Source: an optimization exercise on an open RTL-to-GDS flow (aim: small area, a short achievable clock period and few clock cycles). Production flows keep margins and buffers that such runs may drop. Where RTL was checked, it was by simulation tests only, not by an equivalence proof against the original.

## rev 12
==> flow/design.v <==
`timescale 1ns/1ns
package mem_ctrl_pkg;
    localparam int addr_width = 32;
    localparam int data_width = 32;
    localparam int sb_depth       = 8;
    localparam int sb_index_width = 3;
    typedef logic [addr_width-1:0] addr_t;
    typedef logic [data_width-1:0] word_t;
    typedef logic [7:0]            byte_t;
    typedef enum logic [1:0] {
        size_byte = 2'd0,
        size_half = 2'd1,
        size_word = 2'd2
    } access_size_t;
    typedef enum logic [2:0] {
        op_lb  = 3'd0,
        op_lh  = 3'd1,
        op_lw  = 3'd2,
        op_lbu = 3'd3,
        op_lhu = 3'd4
    } load_op_t;
    typedef struct packed {
        addr_t        addr;
        word_t        data;
        access_size_t size;
    } store_entry_t;
    typedef struct packed {
        logic         write;
        addr_t        addr;
        access_size_t size;
        word_t        data;
    } burst_req_t;
    typedef struct packed {
        logic  write;
        addr_t addr;
        byte_t wdata;
    } ram_bus_t;
endpackage
`timescale 1ns/1ns
module mem_ctrl_top (
    input  logic        clk,
    input  logic        rst,
    output logic        ram_write,
    output logic [31:0] ram_addr,
    output logic [7:0]  ram_wdata,
    input  logic [7:0]  ram_rdata,
    input  logic        fetch_req,
    input  logic [31:0] fetch_pc,
    output logic        fetch_valid,
    output logic [31:0] fetch_inst,
    input  logic        load_req,
    input  logic [2:0]  load_op,
    input  logic [31:0] load_addr,
    output logic        load_valid,
    output logic [31:0] load_value,
    input  logic        commit_valid,
    input  logic [31:0] commit_addr,
    input  logic [31:0] commit_data,
    input  logic [1:0]  commit_size,
    output logic        buffer_full,
    input  logic        rollback
);
    localparam int SB_N = 7;
    logic [31:0] sb_addr [0:SB_N-1];
    logic [31:0] sb_data [0:SB_N-1];
    logic [1:0]  sb_last [0:SB_N-1];
    logic [2:0]  sb_head;
    logic [2:0]  sb_tail;
    logic [2:0]  sb_cnt;
    logic        sb_full;
    logic        sb_empty;
    assign sb_full     = (sb_cnt == 3'(SB_N));
    assign sb_empty    = (sb_cnt == 3'd0);
    assign buffer_full = sb_full;
    function automatic logic [2:0] ptr_inc(input logic [2:0] p);
        ptr_inc = (p == 3'(SB_N - 1)) ? 3'd0 : p + 3'd1;
    endfunction
    function automatic logic [1:0] size_last(input logic [1:0] sz);
        case (sz)
            2'd0:    size_last = 2'd0;
            2'd1:    size_last = 2'd1;
            default: size_last = 2'd3;
        endcase
    endfunction
    function automatic logic [1:0] op_last(input logic [2:0] op);
        case (op)
            3'd0, 3'd3: op_last = 2'd0;
            3'd1, 3'd4: op_last = 2'd1;
            default:    op_last = 2'd3;
        endcase
    endfunction
    logic [31:0] fa;          
    logic        sv;          
    logic [2:0]  iss;         
    logic        got4;        
    logic [1:0]  pid;         
    logic        s_own;       
    logic        blk;         
    logic        chk;         
    logic        hit_q;       
    logic        adv_q;       
    logic        cmp_pend;    
    logic        cmp_live;    
    logic [1:0]  cmp_pid;
    logic        load_pend;
    logic [31:0] load_addr_q;
    logic [2:0]  load_op_q;
    logic        bus_rd;
    logic        bus_ld;
    logic [1:0]  bus_lane;
    logic [1:0]  bus_lastidx;
    logic [1:0]  bus_pid;
    logic [23:0] st_data;
    logic        ret_v;
    logic        ret_ld;
    logic [1:0]  ret_lane;
    logic        ret_last;
    logic [1:0]  ret_pid;
    logic        ret_sgn;
    logic [31:0] res;
    assign fetch_inst = res;
    assign load_value = res;
    logic        bus_last;
    logic        st_cont, ld_cont, busy;
    logic        miss, own_e;
    logic [2:0]  iss_e;
    logic        blk_e;
    logic        r2, r3, r4, r5, s_go;
    logic        adv_wi, adv_wo;
    logic        inval, rst34;
    logic        cap_cmp, cap_cur3;
    logic [1:0]  pid_n, tag_pid;
    logic [31:0] addr_inc;
    assign bus_last = (bus_lane == bus_lastidx);
    assign addr_inc = ram_addr + 32'd1;
    always_comb begin
        st_cont = ram_write && !bus_last;
        ld_cont = bus_rd && bus_ld && !bus_last && !rollback;
        busy    = st_cont || ld_cont;
        miss    = chk && !hit_q;
        own_e   = s_own && !rollback;
        iss_e   = miss ? 3'd0 : iss;
        blk_e   = blk && !sb_empty;
        r2      = !busy && own_e && !blk_e && (iss_e != 3'd4) && (sb_cnt < 3'd6);
        r3      = !busy && !r2 && !sb_empty;
        r4      = !busy && !r2 && sb_empty && load_pend && !rollback;
        r5      = !busy && !r2 && sb_empty && !load_pend && !own_e && sv && (iss_e != 3'd4);
        s_go    = r2 || r5;
        adv_wi  = r2 && (iss_e == 3'd3);
        adv_wo  = own_e && (iss_e == 3'd4);
        inval   = commit_valid && !fetch_req && (!s_own || rollback);
        rst34   = r3 || r4;
        cap_cmp  = ret_v && !ret_ld && cmp_pend && (ret_pid == cmp_pid);
        cap_cur3 = ret_v && !ret_ld && !cap_cmp && (ret_pid == pid) && (ret_lane == 2'd3);
        pid_n    = pid + 2'((miss || adv_wi || adv_wo || inval || rst34) ? 1 : 0);
        tag_pid  = (inval || adv_wi) ? pid : pid_n;
    end
    always_ff @(posedge clk) begin
        if (rst) begin
            sb_head <= 3'd0;
            sb_tail <= 3'd0;
            sb_cnt  <= 3'd0;
        end else begin
            if (commit_valid) sb_tail <= ptr_inc(sb_tail);
            if (r3)           sb_head <= ptr_inc(sb_head);
            case ({commit_valid, r3})
                2'b10:   sb_cnt <= sb_cnt + 3'd1;
                2'b01:   sb_cnt <= sb_cnt - 3'd1;
                default: sb_cnt <= sb_cnt;
            endcase
        end
    end
    always_ff @(posedge clk) begin
        if (!sb_full) begin
            sb_addr[sb_tail] <= commit_addr;
            sb_data[sb_tail] <= commit_data;
            sb_last[sb_tail] <= size_last(commit_size);
        end
    end
    always_ff @(posedge clk) begin
        if (fetch_req) begin
            fa <= fetch_pc;
        end else if (adv_q || adv_wo) begin
            fa <= addr_inc;
        end
        if (fetch_req) hit_q <= sv && (fetch_pc == fa);
        if (load_req) begin
            load_addr_q <= load_addr;
            load_op_q   <= load_op;
        end
    end
    always_ff @(posedge clk) begin
        if (rst) begin
            sv        <= 1'b0;
            iss       <= 3'd0;
            got4      <= 1'b0;
            pid       <= 2'd0;
            s_own     <= 1'b0;
            blk       <= 1'b0;
            chk       <= 1'b0;
            adv_q     <= 1'b0;
            cmp_pend  <= 1'b0;
            cmp_pid   <= 2'd0;
            cmp_live  <= 1'b0;
            load_pend <= 1'b0;
        end else begin
            pid   <= pid_n;
            chk   <= fetch_req;
            adv_q <= adv_wi;
            if (fetch_req) sv <= 1'b1;
            if (adv_wi || adv_wo || inval || rst34) begin
                iss  <= 3'd0;
                got4 <= 1'b0;
            end else begin
                iss  <= iss_e + (s_go ? 3'd1 : 3'd0);
                got4 <= (got4 && !miss) || cap_cur3;
            end
            if (fetch_req) begin
                s_own <= 1'b1;
                blk   <= !sb_empty;
            end else begin
                if (adv_wi || adv_wo || rollback) s_own <= 1'b0;
                if (sb_empty)                     blk   <= 1'b0;
            end
            if (adv_wi || (adv_wo && !(got4 || cap_cur3))) begin
                cmp_pend <= 1'b1;
                cmp_live <= 1'b1;
                cmp_pid  <= pid;
            end else if (cap_cmp && ret_lane == 2'd3) begin
                cmp_pend <= 1'b0;
                cmp_live <= 1'b0;
            end
            if (rollback) cmp_live <= 1'b0;
            if (load_req)            load_pend <= 1'b1;
            if (r4 || rollback)      load_pend <= 1'b0;
        end
    end
    always_ff @(posedge clk) begin
        if (rst) begin
            ram_write <= 1'b0;
            bus_rd    <= 1'b0;
        end else begin
            ram_write <= st_cont || r3;
            bus_rd    <= ld_cont || r4 || s_go;
        end
    end
    always_ff @(posedge clk) begin
        if (st_cont || ld_cont) begin
            ram_addr  <= addr_inc;
            bus_lane  <= bus_lane + 2'd1;
            ram_wdata <= st_data[7:0];
            st_data   <= {8'd0, st_data[23:8]};
        end else if (r3) begin
            ram_addr    <= sb_addr[sb_head];
            ram_wdata   <= sb_data[sb_head][7:0];
            st_data     <= sb_data[sb_head][31:8];
            bus_lane    <= 2'd0;
            bus_lastidx <= sb_last[sb_head];
        end else if (r4) begin
            ram_addr    <= load_addr_q;
            bus_lane    <= 2'd0;
            bus_lastidx <= op_last(load_op_q);
            bus_ld      <= 1'b1;
        end else if (s_go) begin
            ram_addr    <= (iss_e == 3'd0 && !adv_q) ? fa : addr_inc;
            bus_lane    <= iss_e[1:0];
            bus_lastidx <= 2'd3;
            bus_ld      <= 1'b0;
            bus_pid     <= tag_pid;
        end
    end
    always_ff @(posedge clk) begin
        if (rst) begin
            ret_v <= 1'b0;
        end else begin
            ret_v <= bus_rd && !(bus_ld && rollback);
        end
        ret_ld   <= bus_ld;
        ret_lane <= bus_lane;
        ret_last <= bus_last;
        ret_pid  <= bus_pid;
        ret_sgn  <= bus_ld && (load_op_q == 3'd0 || load_op_q == 3'd1);
    end
    logic fill;
    assign fill = ret_sgn && ram_rdata[7];
    always_ff @(posedge clk) begin
        if (ret_v) begin
            for (int j = 0; j < 4; j++) begin
                if (ret_lane == 2'(j)) begin
                    res[8*j +: 8] <= ram_rdata;
                end else if (ret_ld && ret_last && ret_lane < 2'(j)) begin
                    res[8*j +: 8] <= {8{fill}};
                end
            end
        end
    end
    always_ff @(posedge clk) begin
        if (rst) begin
            fetch_valid <= 1'b0;
            load_valid  <= 1'b0;
        end else begin
            fetch_valid <= !rollback && ((cap_cmp && cmp_live && ret_lane == 2'd3)
                                         || (adv_wo && (got4 || cap_cur3)));
            load_valid  <= !rollback && ret_v && ret_ld && ret_last;
        end
    end
endmodule
Settings: LEC_CHECK=0, CAP_MARGIN=20, CORE_MARGIN=2, CORE_UTILIZATION=40, SLEW_MARGIN=20; clock period 5.0 ns.
run.sh (not shown) runs the stock make flow with config.mk's settings and CLKGATE_MAP_FILE= SYNTH_SCRIPT=/design/flow/synth_recipe.tcl, a recipe that flattens the netlist after the stock synthesis.
Testbench counts of rev 12, summed over its fixed seeds: cycles 65,693.
Input-level comparison between rev 13 and rev 12:
--- a/flow/design.v
+++ b/flow/design.v
@@ -108,4 +108,5 @@
     logic        bus_rd;
     logic        bus_ld;
+    logic        bus_lv;      
     logic [1:0]  bus_lane;
     logic [1:0]  bus_lastidx;
@@ -114,4 +115,5 @@
     logic        ret_v;
     logic        ret_ld;
+    logic        ret_lv;
     logic [1:0]  ret_lane;
     logic        ret_last;
@@ -136,13 +138,13 @@
     always_comb begin
         st_cont = ram_write && !bus_last;
-        ld_cont = bus_rd && bus_ld && !bus_last && !rollback;
+        ld_cont = bus_rd && bus_ld && !bus_last;
         busy    = st_cont || ld_cont;
         miss    = chk && !hit_q;
-        own_e   = s_own && !rollback;
+        own_e   = s_own;
         iss_e   = miss ? 3'd0 : iss;
         blk_e   = blk && !sb_empty;
         r2      = !busy && own_e && !blk_e && (iss_e != 3'd4) && (sb_cnt < 3'd6);
         r3      = !busy && !r2 && !sb_empty;
-        r4      = !busy && !r2 && sb_empty && load_pend && !rollback;
+        r4      = !busy && !r2 && sb_empty && load_pend;
         r5      = !busy && !r2 && sb_empty && !load_pend && !own_e && sv && (iss_e != 3'd4);
         s_go    = r2 || r5;
@@ -184,5 +186,5 @@
             fa <= addr_inc;
         end
-        if (fetch_req) hit_q <= sv && (fetch_pc == fa);
+        if (fetch_req) hit_q <= sv && !adv_q && (fetch_pc == fa);
         if (load_req) begin
             load_addr_q <= load_addr;
@@ -225,5 +227,5 @@
             if (adv_wi || (adv_wo && !(got4 || cap_cur3))) begin
                 cmp_pend <= 1'b1;
-                cmp_live <= 1'b1;
+                cmp_live <= !rollback;
                 cmp_pid  <= pid;
             end else if (cap_cmp && ret_lane == 2'd3) begin
@@ -247,4 +249,5 @@
     always_ff @(posedge clk) begin
         if (st_cont || ld_cont) begin
+            bus_lv    <= bus_lv && !rollback;
             ram_addr  <= addr_inc;
             bus_lane  <= bus_lane + 2'd1;
@@ -262,4 +265,5 @@
             bus_lastidx <= op_last(load_op_q);
             bus_ld      <= 1'b1;
+            bus_lv      <= !rollback;
         end else if (s_go) begin
             ram_addr    <= (iss_e == 3'd0 && !adv_q) ? fa : addr_inc;
@@ -274,7 +278,8 @@
             ret_v <= 1'b0;
         end else begin
-            ret_v <= bus_rd && !(bus_ld && rollback);
+            ret_v <= bus_rd;
         end
         ret_ld   <= bus_ld;
+        ret_lv   <= bus_lv && !rollback;
         ret_lane <= bus_lane;
         ret_last <= bus_last;
@@ -302,5 +307,5 @@
             fetch_valid <= !rollback && ((cap_cmp && cmp_live && ret_lane == 2'd3)
                                          || (adv_wo && (got4 || cap_cur3)));
-            load_valid  <= !rollback && ret_v && ret_ld && ret_last;
+            load_valid  <= !rollback && ret_v && ret_ld && ret_lv && ret_last;
         end
     end
The register share of the cell area in rev 13 was higher than what rev 12 gave. Between rev 12 and rev 13, the flow reports layout clock buffer count increasing by a few percent. Rev 13 closes out successfully: all stages finished, all timing, DRC and antenna checks passed. Compared with rev 12, in rev 13 initial antenna violation count went up 2, register-to-register slack shrank by 0.31 ns. Per the comparison of rev 13 with rev 12, non-clock buffer count down 4; data required time at the worst endpoint up 0.16 ns; final cell area excluding filler cells down about 1%; via count of the first global-routing pass up 139; final critical path time including I/O delays and setup down 0.23 ns.
Only the layout flow was run in rev 13; the RTL was not checked for function there.

re-timing with driven ports:
The results above use ideal ports. As a check the final layouts listed here were re-extracted and re-timed, cells and wires unchanged.
Step 1, drivers: a clkbuf_16 drives clk and a buf_2 each remaining input, both assumed.
Step 2 moves the port delays by t, midway between the first and last clock arrival at a register: inputs arrive t later, outputs are due t later. That takes back most of the time a late clock gives input paths.
a / b / c = no drivers / after step 1 / after step 2; a / b = the first two.
run | t (ns) | slack for setup (ns) | clock arrival spread, ns | worst data-port slew with drivers (ns)
rev 12 | 0.666 | 1.307 / 1.318 / 0.652 | 0.018 / 0.018 | 0.12
rev 13 | 0.673 | 1.533 / 1.533 / 1.533 | 0.024 / 0.023 | 0.13
After both steps setup and hold are still met in every run listed. The setup slack of rev 12, which loses most, moves by +0.011 ns with the drivers and by -0.655 ns with both steps.
